Background: an optimization exercise with open tools, aiming at a short achievable clock period and few clock cycles. Do not read the settings as production practice.
Only simulation tests tie the RTL to the original design; equivalence was not proved.
No driver is modelled on the clock port, so clock power and skew are understated where the tree is cut down; a real chip needs a root buffer or a tree.
Power figures rest on the tool's default switching activity, not on a simulated workload.

// cim_node
module cim_node #(
    parameter logic [1:0] NODE_ID = 2'd0
) (
    input  logic clk,
    input  logic rst_n,
    input  logic [3:0] bus_op,
    input  logic [47:0] bus_data,
    input  logic [1:0] bus_target_or_sender,
    output logic [3:0] bus_out_op,
    output logic [47:0] bus_out_data,
    output logic [1:0] bus_out_target_or_sender,
    output logic bus_drive,
    output logic is_ready
);
export LEC_CHECK = 0
export CAP_MARGIN = 20
export CORE_MARGIN = 2
export CORE_UTILIZATION = 40
export PLACE_DENSITY = 0.6
export SLEW_MARGIN = 20
create_clock -name core_clock -period 10.0 [get_ports {clk}]
run.sh (not shown) runs the stock make flow with config.mk's settings and CLKGATE_MAP_FILE= SYNTH_SCRIPT=/design/flow/synth_recipe.tcl, a recipe that flattens the netlist after the stock synthesis.
The baseline finished clean.
Testbench counts at the start, summed over its fixed seeds: cycles 50,848.
Then changed:
==> flow/flow/run.sh (new file) <==
#!/bin/bash
# Standard layout, with timing repair aiming well past the 10 ns constraint
set -euo pipefail
bash standard.sh SETUP_SLACK_MARGIN=7 finish > standard_flow.log 2>&1
==> flow/standard.sh (new file) <==
#!/bin/bash
# synth_recipe.tcl (not shown) runs the flow's synth.tcl, then flattens the netlist and writes it again
# the make line also repeats each setting of config.mk as NAME=value (left out here)
make -C /OpenROAD-flow-scripts/flow DESIGN_CONFIG=/design/flow/config.mk WORK_HOME=/design/flow/orfs CLKGATE_MAP_FILE= SYNTH_SCRIPT=/design/flow/synth_recipe.tcl "${@:-finish}"
removed: flow/run.sh
Outcome: The new run passed the timing, DRC and antenna checks; fmax goes up by a quarter to a third; power came out higher by a few percent; cell area rises by a little under a tenth; via count increases by a few percent; utilization grows by 3.4 points.

---

## run B
Another version of the RTL of cim_node (not shown whole).
Size: ~1,700 cells after synthesis, about 480 flip-flops, about 110 I/O pins, ~0.022 mm^2 of cells after synthesis.
Settings: LEC_CHECK=0, CAP_MARGIN=20, CORE_MARGIN=2, CORE_UTILIZATION=40, PLACE_DENSITY=0.6, SLEW_MARGIN=20; clock period 10.0 ns.
standard.sh (not shown) runs the stock make flow with config.mk's settings and CLKGATE_MAP_FILE= SYNTH_SCRIPT=/design/flow/synth_recipe.tcl, a recipe that flattens the netlist after the stock synthesis.
==> flow/flow/run.sh <==
#!/bin/bash
# Standard layout, with timing repair aiming well past the 10 ns constraint
set -euo pipefail
bash standard.sh SETUP_SLACK_MARGIN=7 finish > standard_flow.log 2>&1
Run B finished all stages; the layout is clean.
Testbench counts of run B, summed over its fixed seeds: cycles 51,328.
Input-level comparison between run E and run B:
- CORE_UTILIZATION: 40 -> 65
- PLACE_DENSITY: 0.6 -> 0.8
### Flow results
Comparing run E and run B, clock network power share is higher on run B. Compared with run B, run E shows post-detailed-routing wire length that has gone down slightly. Run E finished every step from synthesis to the final layout, and the layout passed the timing, DRC and antenna checks. The logic gate share of total power in run E was higher than what run B gave. Per the comparison of run E with run B, critical path buffer and inverter count climbed 1, final hold violation count barely changed. Combinational gate power delta (run B -> run E): insignificant. On run E: post-layout minimum cycle time is 0.10 ns higher than what run B gave. Run E vs. run B: number of cells in the finished layout apart from fillers now smaller, H-tree depth reported by CTS comparable.

---

cim_node, a different RTL version from the one above (not shown whole).
Size: roughly 1900 cells after synthesis, ~500 flip-flops, ~23000 µm² of cells after synthesis.
export LEC_CHECK = 0
export CAP_MARGIN = 20
export CORE_MARGIN = 2
export CORE_UTILIZATION = 40
export PLACE_DENSITY = 0.6
export SLEW_MARGIN = 20
create_clock -name core_clock -period 10.0 [get_ports {clk}]
==> flow/flow/run.sh <==
#!/bin/bash
# Standard layout, with timing repair aiming well past the 10 ns constraint, and the clock
# tree rebuilt after CTS as two buffer levels (the clock port drives four root buffers, each
# feeding the leaf buffers of its region; leaf buffers drive ~12 flip-flops each).
set -euo pipefail
bash standard.sh SETUP_SLACK_MARGIN=7.3 POST_CTS_TCL="$PWD/flow/post_cts.tcl" finish > standard_flow.log 2>&1
==> flow/flow/post_cts.tcl <==
# Rebuild the clock tree as two buffer levels: the clock port drives NROOT root buffers, each
# driving the leaf buffers of its region; each leaf buffer drives a cluster of nearby
# flip-flop clock pins. Every register sees the same two buffer levels.
proc ct_kmeans { pts K iters } {
  # pts: list of {x y}; returns list of cluster index per point (size-capped assignment)
  set n [llength $pts]
  set sorted [lsort -integer -index 0 [lmap p $pts {lindex $p 0}]]
  set order [lsort -integer -indices [lmap p $pts {lindex $p 0}]]
  set cx {}; set cy {}
  for {set k 0} {$k < $K} {incr k} {
    set p [lindex $pts [lindex $order [expr {int(($k + 0.5) * $n / $K)}]]]
    lappend cx [lindex $p 0]; lappend cy [lindex $p 1]
  }
  set cap [expr {int(ceil(1.1 * $n / $K))}]
  for {set it 0} {$it < $iters} {incr it} {
    set pairs {}
    for {set i 0} {$i < $n} {incr i} {
      set p [lindex $pts $i]
      for {set k 0} {$k < $K} {incr k} {
        lappend pairs [list [expr {abs([lindex $p 0] - [lindex $cx $k]) + abs([lindex $p 1] - [lindex $cy $k])}] $i $k]
      }
    }
    set pairs [lsort -integer -index 0 $pairs]
    array unset asg; array unset cnt
    for {set k 0} {$k < $K} {incr k} { set cnt($k) 0; set sx($k) 0; set sy($k) 0 }
    foreach pr $pairs {
      lassign $pr d i k
      if {[info exists asg($i)] || $cnt($k) >= $cap} continue
      set asg($i) $k; incr cnt($k)
      set p [lindex $pts $i]
      set sx($k) [expr {$sx($k) + [lindex $p 0]}]; set sy($k) [expr {$sy($k) + [lindex $p 1]}]
    }
    for {set k 0} {$k < $K} {incr k} {
      if {$cnt($k) > 0} { lset cx $k [expr {$sx($k) / $cnt($k)}]; lset cy $k [expr {$sy($k) / $cnt($k)}] }
    }
  }
  set res {}
  for {set i 0} {$i < $n} {incr i} { lappend res $asg($i) }
  return [list $res $cx $cy]
}

proc ct_place { inst x y } {
  set m [$inst getMaster]
  $inst setLocation [expr {int($x - [$m getWidth] / 2)}] [expr {int($y - [$m getHeight] / 2)}]
  $inst setPlacementStatus PLACED
}

proc rebuild_clock_tree { port_name per_leaf nroot buf } {
  set block [ord::get_db_block]
  set db [ord::get_db]
  set port_net [[$block findBTerm $port_name] getNet]
  # Walk the existing tree: clock pins are sinks, every other cell on it is tree
  set queue [list $port_net]
  set sinks {}
  set tree_insts {}
  set tree_nets {}
  while {[llength $queue]} {
    set net [lindex $queue 0]; set queue [lrange $queue 1 end]
    foreach it [$net getITerms] {
      if {[$it isOutputSignal]} continue
      set inst [$it getInst]
      if {[[$it getMTerm] getName] eq "CLK"} { lappend sinks $it; continue }
      if {[lsearch -exact $tree_insts $inst] >= 0} continue
      lappend tree_insts $inst
      foreach ot [$inst getITerms] {
        if {[$ot isOutputSignal] && [$ot getNet] ne "NULL"} {
          lappend queue [$ot getNet]; lappend tree_nets [$ot getNet]
        }
      }
    }
  }
  set pts {}
  foreach it $sinks {
    set bb [[$it getInst] getBBox]
    lappend pts [list [expr {([$bb xMin] + [$bb xMax]) / 2}] [expr {([$bb yMin] + [$bb yMax]) / 2}]]
    $it disconnect
  }
  foreach inst $tree_insts { foreach it [$inst getITerms] { if {[$it getNet] ne "NULL"} { $it disconnect } } ; odb::dbInst_destroy $inst }
  foreach net $tree_nets { odb::dbNet_destroy $net }
  set n [llength $sinks]
  set K [expr {max($nroot, int(round(double($n) / $per_leaf)))}]
  lassign [ct_kmeans $pts $K 25] asg lx ly
  set lpts {}
  for {set k 0} {$k < $K} {incr k} { lappend lpts [list [lindex $lx $k] [lindex $ly $k]] }
  lassign [ct_kmeans $lpts $nroot 25] rasg rx ry
  set master [$db findMaster $buf]
  set rnets {}
  for {set r 0} {$r < $nroot} {incr r} {
    set inst [odb::dbInst_create $block $master "clkbuf_root_$r"]
    ct_place $inst [lindex $rx $r] [lindex $ry $r]
    set net [odb::dbNet_create $block "clknet_root_$r"]
    $net setSigType CLOCK
    [$inst findITerm A] connect $port_net
    [$inst findITerm X] connect $net
    lappend rnets $net
  }
  set lnets {}
  for {set k 0} {$k < $K} {incr k} {
    set inst [odb::dbInst_create $block $master "clkbuf_leaf_$k"]
    ct_place $inst [lindex $lx $k] [lindex $ly $k]
    set net [odb::dbNet_create $block "clknet_leaf_$k"]
    $net setSigType CLOCK
    [$inst findITerm A] connect [lindex $rnets [lindex $rasg $k]]
    [$inst findITerm X] connect $net
    lappend lnets $net
  }
  for {set i 0} {$i < $n} {incr i} { [lindex $sinks $i] connect [lindex $lnets [lindex $asg $i]] }
  puts "rebuild_clock_tree: removed [llength $tree_insts] cells, $n sinks, $K leaf and $nroot root buffers"
}

rebuild_clock_tree clk 12 4 sky130_fd_sc_hd__clkbuf_16
detailed_placement
estimate_parasitics -placement
The first run went through all stages and came out clean.
Testbench counts at the start, summed over its fixed seeds: cycles 51,328.
Change:
==> flow/flow/run.sh (replaced) <==
#!/bin/bash
# Standard layout, with timing repair aiming well past the 10 ns constraint, and the clock
# tree rebuilt after CTS as two buffer levels (the clock port drives four root buffers, each
# feeding the leaf buffers of its region; leaf buffers drive ~18 flip-flops each).
set -euo pipefail
bash standard.sh SETUP_SLACK_MARGIN=7.4 POST_CTS_TCL="$PWD/flow/post_cts.tcl" finish > standard_flow.log 2>&1
--- a/flow/flow/post_cts.tcl
+++ b/flow/flow/post_cts.tcl
@@ -109,5 +109,5 @@
 }
 
-rebuild_clock_tree clk 12 4 sky130_fd_sc_hd__clkbuf_16
+rebuild_clock_tree clk 18 4 sky130_fd_sc_hd__clkbuf_16
 detailed_placement
 estimate_parasitics -placement
After rerunning: The changed run completed with no timing, DRC or antenna violations; core utilization rises by 1.3 points; final cell count rises slightly; via count rises slightly; flip-flop and latch count stays the same; global-route usage rises by 0.33 points.
Change:
--- a/flow/flow/run.sh
+++ b/flow/flow/run.sh
@@ -4,3 +4,3 @@
 # feeding the leaf buffers of its region; leaf buffers drive ~18 flip-flops each).
 set -euo pipefail
-bash standard.sh SETUP_SLACK_MARGIN=7.4 POST_CTS_TCL="$PWD/flow/post_cts.tcl" finish > standard_flow.log 2>&1
+bash standard.sh SETUP_SLACK_MARGIN=7.2 POST_CTS_TCL="$PWD/flow/post_cts.tcl" finish > standard_flow.log 2>&1
After rerunning:
- worst setup slack gains 0.020 ns
- cell area goes down by a few percent
- power decreases by a few percent
- via count decreases slightly
- cell count falls slightly
- clock skew is lower by 0.010 ns
- synthesized cell count does not change
- global-route usage went down by 0.60 points
- die area stays the same
- sequential power barely changes
Change:
--- a/flow/config.mk
+++ b/flow/config.mk
@@ -8,5 +8,5 @@
 export CAP_MARGIN = 20
 export CORE_MARGIN = 2
-export CORE_UTILIZATION = 40
-export PLACE_DENSITY = 0.6
+export CORE_UTILIZATION = 50
+export PLACE_DENSITY = 0.65
 export SLEW_MARGIN = 20
=> Final area stays flat. Combinational power stays flat. Total power is about the same.
In every run of this note, the design's own scripts or RTL, not TritonCTS, make the clock network.

[re-timing with driven ports]
In the flow no input, the clock included, has a driving cell. The finished layouts below were timed again as built, in two steps. Step 1 assumes that a clkbuf_16 drives the clock port and a buf_2 every other input. Step 2 adds t to the input delays and takes it off the output delays; t is the mean of the earliest and latest rising clock arrival at the registers after step 1. Input paths then give back, and output paths get back, about the clock's delay inside the block. a / b / c = ideal ports / drivers / drivers and shift; a / b = the first two.
run	t (ns)	setup WS [ns]	latest minus earliest clock arrival (ns)	worst slew at a driven data input, ns	cell pins on the clock port's net
the first run of note 1	0.609	5.995 / 6.024 / 5.415	0.023 / 0.023	0.05	1
the second run of note 1	0.624	6.880 / 6.880 / 6.384	0.033 / 0.034	0.05	1
run B	0.645	6.936 / 6.879 / 6.312	0.032 / 0.032	0.06	1
run E	0.613	6.835 / 6.849 / 6.237	0.021 / 0.021	0.06	1
the first run of note 3	0.492	7.132 / 7.012 / 6.540	0.057 / 0.057	0.42	4
the second run of note 3	0.468	7.165 / 6.893 / 6.425	0.067 / 0.068	0.50	4
the third run of note 3	0.467	7.186 / 7.063 / 6.606	0.051 / 0.051	0.30	4
the fourth run of note 3	0.446	7.172 / 7.060 / 6.636	0.083 / 0.082	0.31	4
After both steps every run listed still meets setup and hold. For the second run of note 3, which loses most, drivers alone change the setup slack by -0.272 ns; drivers and shift together by -0.740 ns.
